This is an optimization exercise on Yosys and OpenROAD, whose aim is a short achievable clock period and few clock cycles, not a production implementation.
The RTL was checked by simulation tests, not by an equivalence proof against the original design.
Power is estimated from default activity; no workload was simulated.

==> design/flow/config.mk <==
export PLATFORM = sky130hd
export DESIGN_NAME = mipsCore
export DESIGN_NICKNAME = mipsCore
export VERILOG_FILES = /design/flow/design.v
export SDC_FILE = /design/flow/constraint.sdc
export NUM_CORES = 4
export LEC_CHECK = 0
export ABC_CLOCK_PERIOD_IN_PS = 3000
export CAP_MARGIN = 20
export CORE_MARGIN = 2
export CORE_UTILIZATION = 40
export SLEW_MARGIN = 20
export TNS_END_PERCENT = 10
==> design/flow/constraint.sdc <==
create_clock -name core_clock -period 10.0 [get_ports {clock}]
set_input_delay 2.0000 -clock core_clock [delete_from_list [all_inputs] [get_ports {clock}]]
set_output_delay 2.0000 -clock core_clock [all_outputs]
set_load 0.01 [all_outputs]
==> design/flow/design.v <==
`timescale 1ns/1ps
package mipsPkg;
    localparam int DataWidth = 32;
    localparam int RegAddrWidth = 5;
    typedef enum logic [5:0] {
        OpRType = 6'h00,
        OpJ     = 6'h02,
        OpBeq   = 6'h04,
        OpBne   = 6'h05,
        OpAddi  = 6'h08,
        OpAddiu = 6'h09,
        OpSlti  = 6'h0a,
        OpAndi  = 6'h0c,
        OpXori  = 6'h0e,
        OpLui   = 6'h0f,
        OpLw    = 6'h23,
        OpSw    = 6'h2b
    } opcodeT;
    typedef enum logic [5:0] {
        FnSll   = 6'h00,
        FnSrl   = 6'h02,
        FnSra   = 6'h03,
        FnBreak = 6'h0d,
        FnAdd   = 6'h20,
        FnAddu  = 6'h21,
        FnSub   = 6'h22,
        FnSubu  = 6'h23,
        FnAnd   = 6'h24,
        FnXor   = 6'h26
    } functT;
    typedef enum logic [3:0] {
        AluPassB, AluAdd, AluSub, AluAnd, AluXor, AluSlt, AluSll, AluSrl, AluSra, AluLui
    } aluOpT;
    typedef enum logic {SrcAPc, SrcAReg} aluSrcAT;
    typedef enum logic [1:0] {SrcBReg, SrcBFour, SrcBImm, SrcBBranch} aluSrcBT;
    typedef enum logic [1:0] {PcAluResult, PcAluOut, PcJump, PcHandler} pcSourceT;
    typedef enum logic [1:0] {RegAluOut, RegMdr} regSourceT;
    typedef enum logic {ExcInvalidOpcode = 1'b0, ExcOverflow = 1'b1} excCauseT;
    typedef struct packed {
        opcodeT opcode;
        logic [RegAddrWidth-1:0] rs;
        logic [RegAddrWidth-1:0] rt;
        logic [RegAddrWidth-1:0] rd;
        logic [4:0] shamt;
        functT funct;
    } rTypeT;
    typedef struct packed {
        opcodeT opcode;
        logic [RegAddrWidth-1:0] rs;
        logic [RegAddrWidth-1:0] rt;
        logic [15:0] imm16;
    } iTypeT;
    typedef struct packed {
        opcodeT opcode;
        logic [25:0] target26;
    } jTypeT;
    typedef union packed {
        rTypeT rType;
        iTypeT iType;
        jTypeT jType;
    } instrWordT;
endpackage
`timescale 1ns/1ps
module registerFile (
    input logic clock,
    input logic reset,
    input logic [4:0] readAddrA,
    input logic [4:0] readAddrB,
    input logic [4:0] writeAddrA,
    input logic [31:0] writeDataA,
    input logic writeEnableA,
    input logic [4:0] writeAddrB,
    input logic [31:0] writeDataB,
    input logic writeEnableB,
    output logic [31:0] readDataA,
    output logic [31:0] readDataB
);
    logic [31:0] regs [1:31];
    logic [31:1] written;
    assign readDataA = (readAddrA == 5'd0 || !written[readAddrA]) ? 32'd0 : regs[readAddrA];
    assign readDataB = (readAddrB == 5'd0 || !written[readAddrB]) ? 32'd0 : regs[readAddrB];
    always_ff @(posedge clock or posedge reset) begin
        if (reset) begin
            written <= '0;
        end else begin
            for (int i = 1; i < 32; i++)
                if ((writeEnableA && writeAddrA == 5'(i)) || (writeEnableB && writeAddrB == 5'(i)))
                    written[i] <= 1'b1;
        end
    end
    always_ff @(posedge clock) begin
        for (int i = 1; i < 32; i++) begin
            if (writeEnableA && writeAddrA == 5'(i))
                regs[i] <= writeDataA;
            else if (writeEnableB && writeAddrB == 5'(i))
                regs[i] <= writeDataB;
        end
    end
endmodule
`timescale 1ns/1ps
module mipsCore #(
    parameter logic [mipsPkg::DataWidth-1:0] HandlerAddress = 32'h0000_0100
) (
    input logic clock,
    input logic reset,
    input logic [mipsPkg::DataWidth-1:0] memReadData,
    output logic [mipsPkg::DataWidth-1:0] memAddress,
    output logic [mipsPkg::DataWidth-1:0] memWriteData,
    output logic memWrite,
    output logic halted,
    output logic exceptionTaken,
    output logic [mipsPkg::DataWidth-1:0] epc,
    output mipsPkg::excCauseT cause
);
    localparam int BtbEntries = 4;
    localparam int IcLines = 32;
    logic [31:0] memAddrQ;
    logic memWriteQ;
    logic [31:0] memWriteDataQ;
    logic haltQ;
    logic excQ;
    logic ovfQ;              
    logic [31:0] ovfPcQ;     
    assign memAddress = memAddrQ;
    assign memWrite = memWriteQ;
    assign memWriteData = memWriteDataQ;
    assign halted = haltQ;
    assign exceptionTaken = excQ;
    logic [31:0] fpcQ;       
    logic fReqQ;             
    logic fPortQ;            
    logic aValidQ;
    logic [31:0] aPcQ;
    logic [31:0] aPc4Q;
    logic aPtQ;              
    logic [31:0] aPtgtQ;     
    logic aCacheQ;           
    logic [31:0] aCacheDataQ;
    logic aFillQ;            
    logic icV [IcLines];
    logic [6:0] icTag [IcLines];
    logic [31:0] icData [IcLines];
    logic btbV [BtbEntries];
    logic [29:0] btbTag [BtbEntries];
    logic [31:0] btbTgt [BtbEntries];
    logic [1:0] btbPtr;
    logic btbUpdQ;           
    logic btbInsQ;           
    logic [31:0] btbPcQ;
    logic [31:0] btbTgtQ;
    logic qv [3];
    logic [31:0] qPc [3];
    logic [31:0] qPc4 [3];
    logic [31:0] qIr [3];
    logic qPt [3];
    logic [31:0] qPtgt [3];
    logic xValid;
    logic [31:0] xPc;
    logic [31:0] xPc4;
    logic [31:0] xTarget;
    logic [31:0] xA;
    logic [31:0] xB;
    logic [31:0] xImm;
    logic [4:0] xSh;
    logic [4:0] xDest;
    logic [4:0] xRs;
    logic xWritesR;          
    logic xIsLw;             
    logic xIsSw;
    logic xIsBr;
    logic xIsBne;
    logic xIsJ;
    logic xBreak;
    logic xInvalid;
    logic xOvfCheck;
    logic xSub;
    logic xOpAdd;
    logic xOpAnd;
    logic xOpXor;
    logic xOpSlt;
    logic xOpSll;
    logic xOpSrl;
    logic xOpSra;
    logic xOpPass;
    logic xOpLd;             
    logic xFwdA;
    logic xFwdB;
    logic xPt;               
    logic xHit;              
    logic [1:0] xSkipK;      
    logic [1:0] skipRem;
    logic [31:0] skipTgt;
    logic stV;
    logic [4:0] stRs;
    logic [15:0] stImm;
    logic [31:0] stData;
    logic rValid;
    logic [4:0] rDest;
    logic [31:0] rData;
    logic [31:0] rBs;        
    logic ldMValid;
    logic [4:0] ldMDest;
    logic ldWValid;
    logic [4:0] ldWDest;
    logic icHit;
    logic [31:0] icRead;
    logic [4:0] icIdxQ;
    assign icHit = icV[icIdxQ] && icTag[icIdxQ] == fpcQ[13:7];
    assign icRead = icData[fpcQ[6:2]];
    logic fHit;
    logic [31:0] fHitTgt;
    always_comb begin
        fHit = 1'b0;
        fHitTgt = '0;
        for (int i = 0; i < BtbEntries; i++) begin
            if (btbV[i] && btbTag[i] == fpcQ[31:2]) begin
                fHit = 1'b1;
                fHitTgt = fHitTgt | btbTgt[i];
            end
        end
    end
    logic fOk;
    logic direct;
    logic [31:0] fSeq;
    logic [31:0] fNext;
    logic [31:0] pendingPc;
    assign fOk = fReqQ && (fPortQ || icHit);
    assign direct = fReqQ && icHit && !aValidQ;
    assign fSeq = fpcQ + 32'd4;
    assign fNext = fHit ? fHitTgt : fSeq;
    assign pendingPc = fOk ? fNext : fpcQ;
    logic [31:0] aIr;
    logic iJ;
    logic [31:0] iJT;
    assign aIr = aCacheQ ? aCacheDataQ : memReadData;
    assign iJ = aValidQ && !aPtQ && aIr[31:26] == 6'h02;
    assign iJT = {aPc4Q[31:28], aIr[25:0], 2'b00};
    logic [31:0] dIr;
    logic [31:0] dPc;
    logic [31:0] dPc4;
    logic dValid;
    assign dIr = qIr[0];
    assign dPc = qPc[0];
    assign dPc4 = qPc4[0];
    assign dValid = qv[0];
    logic [5:0] dOp;
    logic [5:0] dFn;
    logic [4:0] dRs;
    logic [4:0] dRt;
    logic [4:0] dRd;
    logic [15:0] dImm;
    assign dOp = dIr[31:26];
    assign dRs = dIr[25:21];
    assign dRt = dIr[20:16];
    assign dRd = dIr[15:11];
    assign dImm = dIr[15:0];
    assign dFn = dIr[5:0];
    logic dIsR;
    logic dRAlu;
    logic dRShift;
    logic dBreak;
    logic dIAlu;
    logic dLui;
    logic dLw;
    logic dSw;
    logic dBr;
    logic dJ;
    logic dInvalid;
    logic dUseRs;
    logic dUseRt;
    logic dWrites;
    logic [4:0] dDest;
    assign dIsR = (dOp == 6'h00);
    assign dRAlu = dIsR && (dFn == 6'h20 || dFn == 6'h21 || dFn == 6'h22 || dFn == 6'h23 ||
                            dFn == 6'h24 || dFn == 6'h26);
    assign dRShift = dIsR && (dFn == 6'h00 || dFn == 6'h02 || dFn == 6'h03);
    assign dBreak = dIsR && (dFn == 6'h0d);
    assign dIAlu = (dOp == 6'h08 || dOp == 6'h09 || dOp == 6'h0a || dOp == 6'h0c || dOp == 6'h0e);
    assign dLui = (dOp == 6'h0f);
    assign dLw = (dOp == 6'h23);
    assign dSw = (dOp == 6'h2b);
    assign dBr = (dOp == 6'h04 || dOp == 6'h05);
    assign dJ = (dOp == 6'h02);
    assign dInvalid = !(dRAlu || dRShift || dBreak || dIAlu || dLui || dLw || dSw || dBr || dJ);
    assign dUseRs = dRAlu || dIAlu || dLw || dSw || dBr;
    assign dUseRt = dRAlu || dRShift || dSw || dBr;
    assign dDest = (dRAlu || dRShift) ? dRd : dRt;
    assign dWrites = (dRAlu || dRShift || dIAlu || dLui || dLw) && (dDest != 5'd0);
    logic dSub;
    assign dSub = (dRAlu && (dFn == 6'h22 || dFn == 6'h23)) || dOp == 6'h0a;
    logic [31:0] dSext;
    logic [31:0] dBrTarget;
    logic [31:0] dJTarget;
    assign dSext = {{16{dImm[15]}}, dImm};
    assign dBrTarget = dPc4 + {dSext[29:0], 2'b00};
    assign dJTarget = {dPc4[31:28], dIr[25:0], 2'b00};
    logic [31:0] rfA;
    logic [31:0] rfB;
    registerFile regBank (
        .clock(clock),
        .reset(reset),
        .readAddrA(dRs),
        .readAddrB(dRt),
        .writeAddrA(rDest),
        .writeDataA(rData),
        .writeEnableA(rValid),
        .writeAddrB(ldWDest),
        .writeDataB(memReadData),
        .writeEnableB(ldWValid),
        .readDataA(rfA),
        .readDataB(rfB)
    );
    logic [31:0] dValA;
    logic [31:0] dValB;
    always_comb begin
        if (rValid && rDest == dRs)
            dValA = rData;
        else if (ldWValid && ldWDest == dRs)
            dValA = memReadData;
        else
            dValA = rfA;
        if (rValid && rDest == dRt)
            dValB = rData;
        else if (ldWValid && ldWDest == dRt)
            dValB = memReadData;
        else
            dValB = rfB;
    end
    logic [31:0] dBval;
    assign dBval = (dRAlu || dRShift || dSw || dBr) ? dValB :
                   dLui ? {dImm, 16'd0} :
                   (dOp == 6'h0c || dOp == 6'h0e) ? {16'd0, dImm} : dSext;
    logic xKill;
    logic xLive;
    assign xKill = xValid && (skipRem != 2'd0);
    assign xLive = xValid && !xKill && !ovfQ;
    logic dFwdLd;
    assign dFwdLd = dLw &&
        ((xLive && xIsSw) ? (xRs == dRs && xImm[15:0] == dImm) :
         (stV && stRs == dRs && stImm == dImm &&
          !(xLive && (xWritesR || xIsLw) && xDest == dRs)));
    logic dHazRs;
    logic dHazRt;
    logic dStall;
    assign dHazRs = dUseRs && dRs != 5'd0 &&
                    ((xLive && xIsLw && xDest == dRs) || (ldMValid && ldMDest == dRs));
    assign dHazRt = dUseRt && dRt != 5'd0 &&
                    ((xLive && xIsLw && xDest == dRt) || (ldMValid && ldMDest == dRt));
    assign dStall = dHazRs || dHazRt;
    logic [31:0] opA;
    logic [31:0] opB;
    assign opA = xFwdA ? rData : xA;
    assign opB = xFwdB ? rData : xB;
    logic [31:0] sumAB;
    logic [31:0] sumRB;
    logic [31:0] sumAR;
    logic [31:0] sumRR;
    logic [31:0] sum;
    assign sumAB = xA + xB + {31'd0, xSub};
    assign sumRB = rData + xB + {31'd0, xSub};
    assign sumAR = xA + rBs + {31'd0, xSub};
    assign sumRR = rData + rBs + {31'd0, xSub};
    assign sum = xFwdA ? (xFwdB ? sumRR : sumRB) : (xFwdB ? sumAR : sumAB);
    logic ovf;
    logic less;
    logic bs31;              
    assign bs31 = xFwdB ? rBs[31] : xB[31];
    assign ovf = (opA[31] == bs31) && (sum[31] != opA[31]);
    assign less = (opA[31] == bs31) ? opA[31] : sum[31];
    logic [31:0] result;
    always_comb begin
        result = '0;
        if (xOpAdd) result = result | sum;
        if (xOpAnd) result = result | (opA & opB);
        if (xOpXor) result = result | (opA ^ opB);
        if (xOpSlt) result = result | {31'd0, less};
        if (xOpSll) result = result | (opB << xSh);
        if (xOpSrl) result = result | (opB >> xSh);
        if (xOpSra) result = result | 32'($signed(opB) >>> xSh);
        if (xOpPass) result = result | opB;
        if (xOpLd) result = result | stData;
    end
    logic [31:0] addrA;
    logic [31:0] addrR;
    logic [31:0] memAddr;
    assign addrA = xA + xImm;
    assign addrR = rData + xImm;
    assign memAddr = xFwdA ? addrR : addrA;
    logic eqAB;
    logic eqRB;
    logic eqAR;
    logic eq;
    logic taken;
    assign eqAB = (xA == xB);
    assign eqRB = (rData == xB);
    assign eqAR = (xA == rData);
    assign eq = xFwdA ? (xFwdB ? 1'b1 : eqRB) : (xFwdB ? eqAR : eqAB);
    assign taken = xIsBne ? !eq : eq;
    logic xExcOvf;
    assign xExcOvf = xOvfCheck && ovf;
    logic xSkipGo;
    logic xMispredict;
    logic xRedirBr;
    logic xRedirKill;
    logic xRedir;
    logic xMem;
    logic xStop;
    logic [31:0] xRedirTarget;
    assign xSkipGo = xLive && xIsBr && taken && !xPt && xSkipK != 2'd0;
    assign xMispredict = xIsBr ? (taken != xPt) : (!xIsJ && xPt);
    assign xRedirBr = xLive && !xInvalid && xMispredict && !xSkipGo;
    assign xRedirKill = xKill && xPt && !ovfQ;
    assign xRedir = ovfQ || xRedirBr || xRedirKill;
    assign xRedirTarget = ovfQ ? HandlerAddress :
                          xRedirKill ? skipTgt :
                          (xIsBr && taken) ? xTarget : xPc4;
    assign xMem = xLive && (xIsLw || xIsSw);
    assign xStop = xLive && xBreak;
    logic flushAll;
    assign flushAll = xRedir || xStop || haltQ;
    logic dMove;
    logic dAdvance;
    assign dMove = dValid && !dStall;
    assign dAdvance = dMove && !flushAll;
    logic dNeedJ;
    logic dNeedB;
    logic dRedir;
    logic [31:0] dRedirTarget;
    assign dNeedJ = dJ && !qPt[0];
    assign dNeedB = dBr && dImm[15] && !qPt[0];
    assign dRedir = dAdvance && (dNeedJ || dNeedB || dInvalid);
    assign dRedirTarget = dInvalid ? HandlerAddress : dJ ? dJTarget : dBrTarget;
    logic iRedir;
    assign iRedir = iJ && !flushAll && !dRedir;
    logic pushAny;
    logic push;
    assign pushAny = aValidQ || direct;
    assign push = pushAny && !flushAll && !dRedir;
    logic [31:0] pPc;
    logic [31:0] pPc4;
    logic [31:0] pIr;
    logic pPt;
    logic [31:0] pPtgt;
    always_comb begin
        if (aValidQ) begin
            pPc = aPcQ;
            pPc4 = aPc4Q;
            pIr = aIr;
            pPt = aPtQ || iJ;
            pPtgt = aPtQ ? aPtgtQ : iJT;
        end else begin
            pPc = fpcQ;
            pPc4 = fSeq;
            pIr = icRead;
            pPt = fHit;
            pPtgt = fHitTgt;
        end
    end
    logic sv [3];            
    logic nv [3];
    logic [31:0] nPc [3];
    logic [31:0] nPc4 [3];
    logic [31:0] nIr [3];
    logic nPt [3];
    logic [31:0] nPtgt [3];
    logic [1:0] pushAt;
    always_comb begin
        for (int i = 0; i < 3; i++) begin
            if (dMove && i < 2) begin
                sv[i] = qv[i+1];
                nPc[i] = qPc[i+1];
                nPc4[i] = qPc4[i+1];
                nIr[i] = qIr[i+1];
                nPt[i] = qPt[i+1];
                nPtgt[i] = qPtgt[i+1];
            end else begin
                sv[i] = dMove ? 1'b0 : qv[i];
                nPc[i] = qPc[i];
                nPc4[i] = qPc4[i];
                nIr[i] = qIr[i];
                nPt[i] = qPt[i];
                nPtgt[i] = qPtgt[i];
            end
        end
        pushAt = !sv[0] ? 2'd0 : !sv[1] ? 2'd1 : 2'd2;
        for (int i = 0; i < 3; i++) begin
            nv[i] = sv[i] && !(flushAll || dRedir);
            if ((aValidQ || fReqQ) && pushAt == 2'(i)) begin
                nPc[i] = pPc;
                nPc4[i] = pPc4;
                nIr[i] = pIr;
                nPt[i] = pPt;
                nPtgt[i] = pPtgt;
            end
            if (pushAny && pushAt == 2'(i))
                nv[i] = push;
        end
    end
    logic aValidNext;
    logic rv1;
    logic rv2;
    logic canFetch;
    assign aValidNext = fOk && !direct && !flushAll && !dRedir && !iRedir;
    assign rv1 = sv[1] || (pushAny && pushAt == 2'd1);
    assign rv2 = sv[2] || (pushAny && pushAt == 2'd2);
    assign canFetch = !rv2 && !(rv1 && fOk && !direct);
    logic stopFetch;
    assign stopFetch = haltQ || xStop;
    logic anyRedir;
    logic [31:0] redirTarget;
    logic [31:0] fpcNextOk;
    logic [31:0] fpcNextRetry;
    logic [31:0] fpcNext;
    logic [31:0] memAddrOk;
    logic [31:0] memAddrRetry;
    logic [31:0] memAddrNext;
    logic fReqNext;
    assign anyRedir = xRedir || dRedir || iRedir;
    assign redirTarget = xRedir ? xRedirTarget : dRedir ? dRedirTarget : iJT;
    assign fpcNextOk = anyRedir ? redirTarget : fNext;
    assign fpcNextRetry = anyRedir ? redirTarget : fpcQ;
    assign memAddrOk = xMem ? memAddr : fpcNextOk;
    assign memAddrRetry = xMem ? memAddr : fpcNextRetry;
    assign fpcNext = fOk ? fpcNextOk : fpcNextRetry;
    assign memAddrNext = fOk ? memAddrOk : memAddrRetry;
    assign fReqNext = !stopFetch && (anyRedir || canFetch);
    always_ff @(posedge clock or posedge reset) begin
        if (reset) begin
            memAddrQ <= '0;
            memWriteQ <= 1'b0;
            fpcQ <= '0;
            fReqQ <= 1'b1;
            fPortQ <= 1'b1;
            aFillQ <= 1'b0;
            aValidQ <= 1'b0;
            haltQ <= 1'b0;
            excQ <= 1'b0;
            ovfQ <= 1'b0;
            for (int i = 0; i < 3; i++) qv[i] <= 1'b0;
            xValid <= 1'b0;
            rValid <= 1'b0;
            ldMValid <= 1'b0;
            ldWValid <= 1'b0;
            skipRem <= '0;
            stV <= 1'b0;
            epc <= '0;
            cause <= mipsPkg::ExcInvalidOpcode;
            for (int i = 0; i < IcLines; i++) icV[i] <= 1'b0;
            for (int i = 0; i < BtbEntries; i++) btbV[i] <= 1'b0;
            btbPtr <= '0;
            btbUpdQ <= 1'b0;
            btbInsQ <= 1'b0;
        end else begin
            memAddrQ <= memAddrNext;
            memWriteQ <= xMem && xIsSw;
            fpcQ <= fpcNext;
            fReqQ <= fReqNext;
            fPortQ <= fReqNext && !xMem;
            aFillQ <= fReqQ && fPortQ;
            aValidQ <= aValidNext;
            haltQ <= haltQ || xStop;
            excQ <= xLive && (xInvalid || xExcOvf);
            ovfQ <= xLive && xExcOvf;
            for (int i = 0; i < 3; i++) qv[i] <= nv[i];
            xValid <= dAdvance;
            rValid <= xLive && xWritesR && !xExcOvf;
            ldMValid <= xLive && xIsLw && xDest != 5'd0;
            ldWValid <= ldMValid;
            if (ovfQ) begin
                epc <= ovfPcQ;
                cause <= mipsPkg::ExcOverflow;
            end else if (xLive && xInvalid) begin
                epc <= xPc;
                cause <= mipsPkg::ExcInvalidOpcode;
            end
            if (ovfQ)
                skipRem <= '0;
            else if (xSkipGo)
                skipRem <= xSkipK;
            else if (xRedirKill)
                skipRem <= '0;
            else if (xKill)
                skipRem <= skipRem - 2'd1;
            if (xLive && xIsSw)
                stV <= 1'b1;
            else if (xLive && (xWritesR || xIsLw) && xDest == stRs)
                stV <= 1'b0;
            if (aFillQ)
                icV[aPcQ[6:2]] <= 1'b1;
            if (memWriteQ)
                icV[memAddrQ[6:2]] <= 1'b0;
            btbUpdQ <= xLive && xIsBr && !(taken && xHit);
            btbInsQ <= xLive && xIsBr && taken && !xHit;
            if (btbUpdQ) begin
                for (int i = 0; i < BtbEntries; i++)
                    if (btbTag[i] == btbPcQ[31:2]) btbV[i] <= 1'b0;
                if (btbInsQ) begin
                    btbV[btbPtr] <= 1'b1;
                    btbPtr <= btbPtr + 2'd1;
                end
            end
            if (memWriteQ) begin
                for (int i = 0; i < BtbEntries; i++)
                    if (btbTag[i][11:0] == memAddrQ[13:2]) btbV[i] <= 1'b0;
            end
        end
    end
    always_ff @(posedge clock) begin
        memWriteDataQ <= opB;
        ovfPcQ <= xPc;
        aPcQ <= fpcQ;
        icIdxQ <= fpcNext[6:2];
        aPc4Q <= fSeq;
        aPtQ <= fHit;
        aPtgtQ <= fHitTgt;
        aCacheQ <= icHit;
        aCacheDataQ <= icRead;
        if (aFillQ) begin
            icTag[aPcQ[6:2]] <= aPcQ[13:7];
            icData[aPcQ[6:2]] <= memReadData;
        end
        btbPcQ <= xPc;
        btbTgtQ <= xTarget;
        if (btbInsQ) begin
            btbTag[btbPtr] <= btbPcQ[31:2];
            btbTgt[btbPtr] <= btbTgtQ;
        end
        for (int i = 0; i < 3; i++) begin
            qPc[i] <= nPc[i];
            qPc4[i] <= nPc4[i];
            qIr[i] <= nIr[i];
            qPt[i] <= nPt[i];
            qPtgt[i] <= nPtgt[i];
        end
        if (xSkipGo)
            skipTgt <= xTarget;
        if (xLive && xIsSw) begin
            stRs <= xRs;
            stImm <= xImm[15:0];
            stData <= opB;
        end
        rDest <= xDest;
        rData <= result;
        rBs <= dSub ? ~result : result;
        ldMDest <= xDest;
        ldWDest <= ldMDest;
        xPc <= dPc;
        xPc4 <= dPc4;
        xTarget <= dBrTarget;
        xA <= dValA;
        xB <= dSub ? ~dBval : dBval;
        xImm <= dSext;
        xSh <= dIr[10:6];
        xDest <= dDest;
        xRs <= dRs;
        xWritesR <= dWrites && (!dLw || dFwdLd);
        xIsLw <= dLw && !dFwdLd;
        xOpLd <= dFwdLd;
        xIsSw <= dSw;
        xIsBr <= dBr;
        xIsBne <= dOp[0];
        xIsJ <= dJ;
        xBreak <= dBreak;
        xInvalid <= dInvalid;
        xOvfCheck <= (dRAlu && (dFn == 6'h20 || dFn == 6'h22)) || dOp == 6'h08;
        xSub <= dSub;
        xOpAdd <= (dRAlu && (dFn == 6'h20 || dFn == 6'h21 || dFn == 6'h22 || dFn == 6'h23)) ||
                  dOp == 6'h08 || dOp == 6'h09;
        xOpAnd <= (dRAlu && dFn == 6'h24) || dOp == 6'h0c;
        xOpXor <= (dRAlu && dFn == 6'h26) || dOp == 6'h0e;
        xOpSlt <= dOp == 6'h0a;
        xOpSll <= dRShift && dFn == 6'h00;
        xOpSrl <= dRShift && dFn == 6'h02;
        xOpSra <= dRShift && dFn == 6'h03;
        xOpPass <= dLui;
        xFwdA <= dUseRs && xLive && xWritesR && xDest == dRs;
        xFwdB <= dUseRt && xLive && xWritesR && xDest == dRt;
        xPt <= qPt[0] || dNeedJ || dNeedB || dInvalid;
        xHit <= qPt[0];
        xSkipK <= (dBr && (dImm == 16'd1 || dImm == 16'd2)) ? dImm[1:0] : 2'd0;
    end
endmodule
==> design/flow/flow/run.sh <==
#!/bin/bash
set -euo pipefail
bash standard.sh SETUP_SLACK_MARGIN=6.5 NUM_CORES=8 finish > flow_run.log 2>&1
==> design/flow/standard.sh <==
#!/bin/bash
# synth_recipe.tcl (not shown) runs the flow's synth.tcl, then flattens the netlist and writes it again
# the make line also repeats each setting of config.mk as NAME=value (left out here)
make -C /OpenROAD-flow-scripts/flow DESIGN_CONFIG=/design/flow/config.mk WORK_HOME=/design/flow/orfs CLKGATE_MAP_FILE= SYNTH_SCRIPT=/design/flow/synth_recipe.tcl "${@:-finish}"
==> run notes <==
Layout
Once layout is complete, the utilization of the core stands at 47.2%. The design area is 198000 µm². The area added between synthesis and finish is 17.9%.

Summing all multi-input logic gate instances after layout gives 67700 µm². In the final design database the tool counted 13200 nets. The ratio of cells with drive above 1 in the final layout is 26.8%. Summing all flip-flop and latch instances after layout gives 100000 µm². The filler cell count is 36700.

Routing
The DRC violations left is 0. For this run, the detailed router's first-pass iteration total came to 14. The routed design has 742 mm of wire. The via total after detailed routing is 130000. Dividing the detail-routed via count by the number of cells gives 6.90. The detailed router finished its first iteration with 24000 violations. The count of nets left with antenna violations once routing finished came out at 0. In the final routed layout, each cell accounts on average for 39.5 µm.

Power
Across the VDD grid, the largest voltage drop is 0.304 mV. Summed over all cells, the static leakage comes to 68.9 nW. Dividing total power by cell area gives a power density of 303 nW/µm².

Critical path
The critical path start-end classification is register to register. STA puts the critical path data arrival time at 4.93 ns. The worst reg-to-reg setup slack is 5.91 ns. The endpoint kind of the worst setup timing path is a register. For the worst setup path, the data required time is 10.84 ns.

In this run the worst path has a maximum fanout of 5. Measured in cells, the most critical reg-to-reg path has a length of 15. The worst setup path is launched from a register.

Placement
The post-DP HPWL is 422 mm. Routability-driven placement finished with a final weighted congestion of 0.982. The standard cell area after detailed placement is 177000 µm². Port buffering added 133 buffers.

Timing
The clock period could shrink to 4.09 ns. The number of max-slew violations in the final report is 0. Dividing the final minimum period by the clock period gives 40.9%. Hold is met by 0.339 ns. Setup total negative slack on the finished layout was measured at 0 ns. The count of final hold-check violations is 0. The clock skew after layout is 0.0775 ns. In this run the tightest slew margin relative to its limit is 9.93%. The setup violation total in the final timing report is 0. For this run, the top clock speed supported by timing is 0.244 GHz. Setup repair after global routing could not meet its margin everywhere. The transition time of the tightest slew-check pin is 1.35 ns.

Synth
The share of the Yosys chip area taken by registers is 59.5%. The average size of a mapped cell is 13.3 µm². Synthesis inferred 3520 register bits.

The proportion of synthesized flip-flops having asynchronous set or reset is 5.28%. The synthesized design contains 2858 enable-type register cells. Yosys mapped the design onto 101 distinct sky130hd cell types. Among all flip-flop cells after synthesis, the most frequent one is sky130_fd_sc_hd__edfxtp_1. The instance count of the mapped netlist is 12700. The warning count from the yosys run is 50. The synthesized netlist occupies a cell area of 168000 µm². When the netlist entered floorplanning its net count stood at 12900.

Run
Across the run, the number of max-cap violations was 0.

GRT
The global-route wire length before repair is 990 mm. The largest net degree at the start of global routing is 103. The number of antenna violations at the first check in global routing was 57.

After global routing the overflow that remains totals 0. The number of global-route vias before repair came to 119000. Global routing used 33.3% of the available tracks across all layers.

Worst hold path
The worst hold path was traced through 0 stages. The min-delay analysis places its worst path in the category register to register.

Floorplanning
The core region is 420000 µm². Once the floorplan was initialized, standard cells occupied 40.1% of the core. The floorplan step defined a die boundary enclosing 426000 µm². The floorplan die height is 652 µm.

The width of the chip is 652 µm. Pin placement for this block handled 134 I/O pins. The number of rows created at floorplan is 238.

Clock network
The quantity of hold-fixing buffers added after cts is 0. The later-pin clock latency in the skew report is 1.03 ns. The H-tree was split into 5 levels. The TritonCTS sink count is 3520. After clock tree synthesis, the clock-pin slew on the worst setup and hold paths is 0.06 ns. The clock passes through at most 4 buffers.

TritonCTS built the clock tree. In this run, CTS created clock tree buffers numbering 365. The clock root buffer master is sky130_fd_sc_hd__clkbuf_16.

Status
The flow ran to the end and the layout has no timing, DRC or antenna violations.
[report_power, final]
group / internal (mW) / switching [mW] / leakage [nW]
clock network: 7.80 / 6.11 / 5.81
logic: 9.37 / 15.9 / 30.9
registers: 18.6 / 2.26 / 32.2
[worst max-delay path: stages (launching register included)]
cell and delay [ns]:
sky130_fd_sc_hd__dfxtp_4 0.36, sky130_fd_sc_hd__buf_12 0.13, sky130_fd_sc_hd__fa_2 0.38, sky130_fd_sc_hd__fa_2 0.44, sky130_fd_sc_hd__a211o_4 0.37, sky130_fd_sc_hd__a2111oi_4 0.47
sky130_fd_sc_hd__buf_4 0.18, sky130_fd_sc_hd__nor2_1 0.06, sky130_fd_sc_hd__nand2_1 0.10, sky130_fd_sc_hd__nand2_1 0.06, sky130_fd_sc_hd__a211oi_1 0.23, sky130_fd_sc_hd__nor3_1 0.10
sky130_fd_sc_hd__mux4_2 0.50, sky130_fd_sc_hd__nand2_1 0.13, sky130_fd_sc_hd__nand4_1 0.22, sky130_fd_sc_hd__buf_4 0.22
[cell usage in the layout (no fill, tap or decap), types with 46 or more instances in the layout]
| cell type | Yosys | routed |
|---|---|---|
| sky130_fd_sc_hd__o21ai_0 | 579 | 520 |
| sky130_fd_sc_hd__mux4_2 | 226 | 226 |
| sky130_fd_sc_hd__a22o_1 | 254 | 254 |
| sky130_fd_sc_hd__buf_4 | 5 | 510 |
| sky130_fd_sc_hd__a22oi_1 | 465 | 450 |
| sky130_fd_sc_hd__mux2_2 | 1160 | 1140 |
| sky130_fd_sc_hd__nor4_1 | 74 | 58 |
| sky130_fd_sc_hd__dfrtp_1 | 184 | 143 |
| sky130_fd_sc_hd__buf_16 | 0 | 46 |
| sky130_fd_sc_hd__xnor2_1 | 422 | 393 |
| sky130_fd_sc_hd__ha_1 | 230 | 214 |
| sky130_fd_sc_hd__buf_6 | 9 | 87 |
| sky130_fd_sc_hd__nor2_1 | 350 | 265 |
| sky130_fd_sc_hd__dfxtp_1 | 476 | 431 |
| sky130_fd_sc_hd__nor3_1 | 128 | 91 |
| sky130_fd_sc_hd__mux2i_1 | 508 | 496 |
| sky130_fd_sc_hd__nand4_1 | 232 | 232 |
| sky130_fd_sc_hd__or2_2 | 51 | 48 |
| sky130_fd_sc_hd__o22ai_1 | 130 | 107 |
| sky130_fd_sc_hd__nand2b_1 | 60 | 52 |
| sky130_fd_sc_hd__buf_12 | 0 | 96 |
| sky130_fd_sc_hd__a21o_1 | 102 | 101 |
| sky130_fd_sc_hd__nand2_1 | 773 | 743 |
| sky130_fd_sc_hd__a21oi_1 | 481 | 414 |
| sky130_fd_sc_hd__nand3_1 | 136 | 129 |
| sky130_fd_sc_hd__nor2_4 | 0 | 77 |
| sky130_fd_sc_hd__clkbuf_16 | 0 | 401 |
| sky130_fd_sc_hd__clkinv_1 | 6 | 59 |
| sky130_fd_sc_hd__a222oi_1 | 70 | 70 |
| sky130_fd_sc_hd__edfxtp_1 | 2858 | 2858 |
| sky130_fd_sc_hd__clkbuf_1 | 857 | 85 |
| sky130_fd_sc_hd__clkinv_2 | 0 | 67 |
| sky130_fd_sc_hd__xor2_1 | 234 | 231 |
| sky130_fd_sc_hd__inv_1 | 213 | 201 |
| sky130_fd_sc_hd__a221oi_1 | 291 | 269 |
| sky130_fd_sc_hd__dlygate4sd2_1 | 0 | 82 |
| sky130_fd_sc_hd__a211oi_1 | 112 | 76 |
| sky130_fd_sc_hd__o221ai_1 | 86 | 82 |
[flip-flops by register name, indices dropped and copies added (netlist names), 90 cells and up]
register / flops
icData: 1024
regBank.regs: 992
icTag: 224
btbTgt: 128
btbTag: 120
qIr: 96
qPc: 96
qPc4: 90
[worst paths after layout]
check                                      from                   to
max in group asynchronous                 reset   epc[2]$_DFFE_PP0P_
max                            rData[0]$_DFF_P_    rData[10]$_DFF_P_
min in group asynchronous                 reset  epc[16]$_DFFE_PP0P_
min reg2reg                qPc[0][25]$_DFFE_PP_      xPc[25]$_DFF_P_
min                        qPc[0][25]$_DFFE_PP_      xPc[25]$_DFF_P_
max reg2reg                    rData[0]$_DFF_P_    rData[10]$_DFF_P_
[per-layer routing]
metal  global-route usage, %  vias up  part of all wire (%)
li1                        -    50200                     -
met1                    42.4    64600                    36
met2                    47.4    11500                    41
met3                    12.9     3411                    15
met4                    20.2       48                   8.2
met5                    1.36        -                  0.17
[timing repair]
action                      CTS  global route
gates cloned                 40            21
setup buffers               206           129
resized for setup           759           442
pin swaps                   107           125
setup endpoints to repair  1094          1079
[per-stage QoR]
step,setup WS [ns],power (mW),std cells
3_3_place_gp,3.49,41.9,17700
5_1_grt,5.84,61.4,18800
6_report,5.91,60.1,18800
4_1_cts,6.10,57.6,18600
3_5_place_dp,3.40,42.0,17700
2_1_floorplan,5.61,32.9,12700
[cell usage after synthesis, drive strengths merged, types with 19 or more instances]
library cell | count | share of area [%]
o22ai | 130 | 0.48
ha | 230 | 1.7
clkbuf | 857 | 1.9
nor2b | 55 | 0.20
xor2 | 234 | 1.2
a222oi | 70 | 0.42
a22o | 254 | 1.3
o221ai | 86 | 0.45
xnor2 | 422 | 2.2
dfrtp | 184 | 2.7
nor4 | 76 | 0.29
or2 | 52 | 0.19
nand4 | 232 | 0.86
a211oi | 113 | 0.51
o21a | 44 | 0.20
o211ai | 45 | 0.20
a221o | 20 | 0.12
o21bai | 31 | 0.14
nand2b | 60 | 0.22
dfxtp | 476 | 5.7
and3 | 42 | 0.16
a21oi | 481 | 1.4
mux2 | 1170 | 7.9
nor3 | 129 | 0.39
and2 | 28 | 0.10
o31ai | 19 | 0.085
a21o | 102 | 0.46
a31oi | 59 | 0.22
mux4 | 226 | 3.0
edfxtp | 2858 | 51
o21ai | 590 | 1.8
nand3 | 136 | 0.40
nand2 | 773 | 1.7
inv | 222 | 0.50
nor2 | 350 | 0.78
a211o | 25 | 0.13
or3 | 34 | 0.13
a221oi | 292 | 1.5
a22oi | 465 | 2.1
buf | 187 | 0.49
mux2i | 515 | 3.1
[layout make-up]
cell class	instances	share of cell area, %
antenna	39	0.0492
clock buffer	484	5.10
clock inverter	189	0.903
inverter	228	0.453
multi-input combinational	7878	34.2
sequential	3520	50.5
tap	5520	3.48
timing repair buffer	942	5.33
[cells by family after synthesis]
kind of cell / share of synthesized area, %
flip-flops: 59.5
multiplexers: 14.0
XOR/XNOR: 3.42
buffers and inverters: 2.91
AND/OR/NAND/NOR: 5.85
adder cells (fa/ha/maj): 1.84
AO/OA/AOI/OAI: 12.5
Testbench counts, summed over its fixed seeds: cycles 63,109.

[afterwards: timing with drivers on the ports]
How much do the figures lean on ideal ports? The routed layout below was timed once more, with nothing changed but the port constraints.
Step 1 sets driving cells, clkbuf_16 on the clock port and buf_2 on the other inputs (assumed; they add their load-dependent delay and slew).
Step 2 moves the port delays by t, midway between the first and last clock arrival at a register: inputs arrive t later, outputs are due t later. That takes back most of the time a late clock gives input paths.
Three values: ideal ports, drivers, drivers and shift; two values: the first two.
t, ns: 1.118
setup slack, ns: 5.909 / 5.909 / 5.020
worst hold slack (ns): 0.339 / 0.339 / 0.339
After both steps this run still meets setup and hold. The setup slack of this run moves by 0.000 ns with the drivers and by -0.889 ns with both steps.
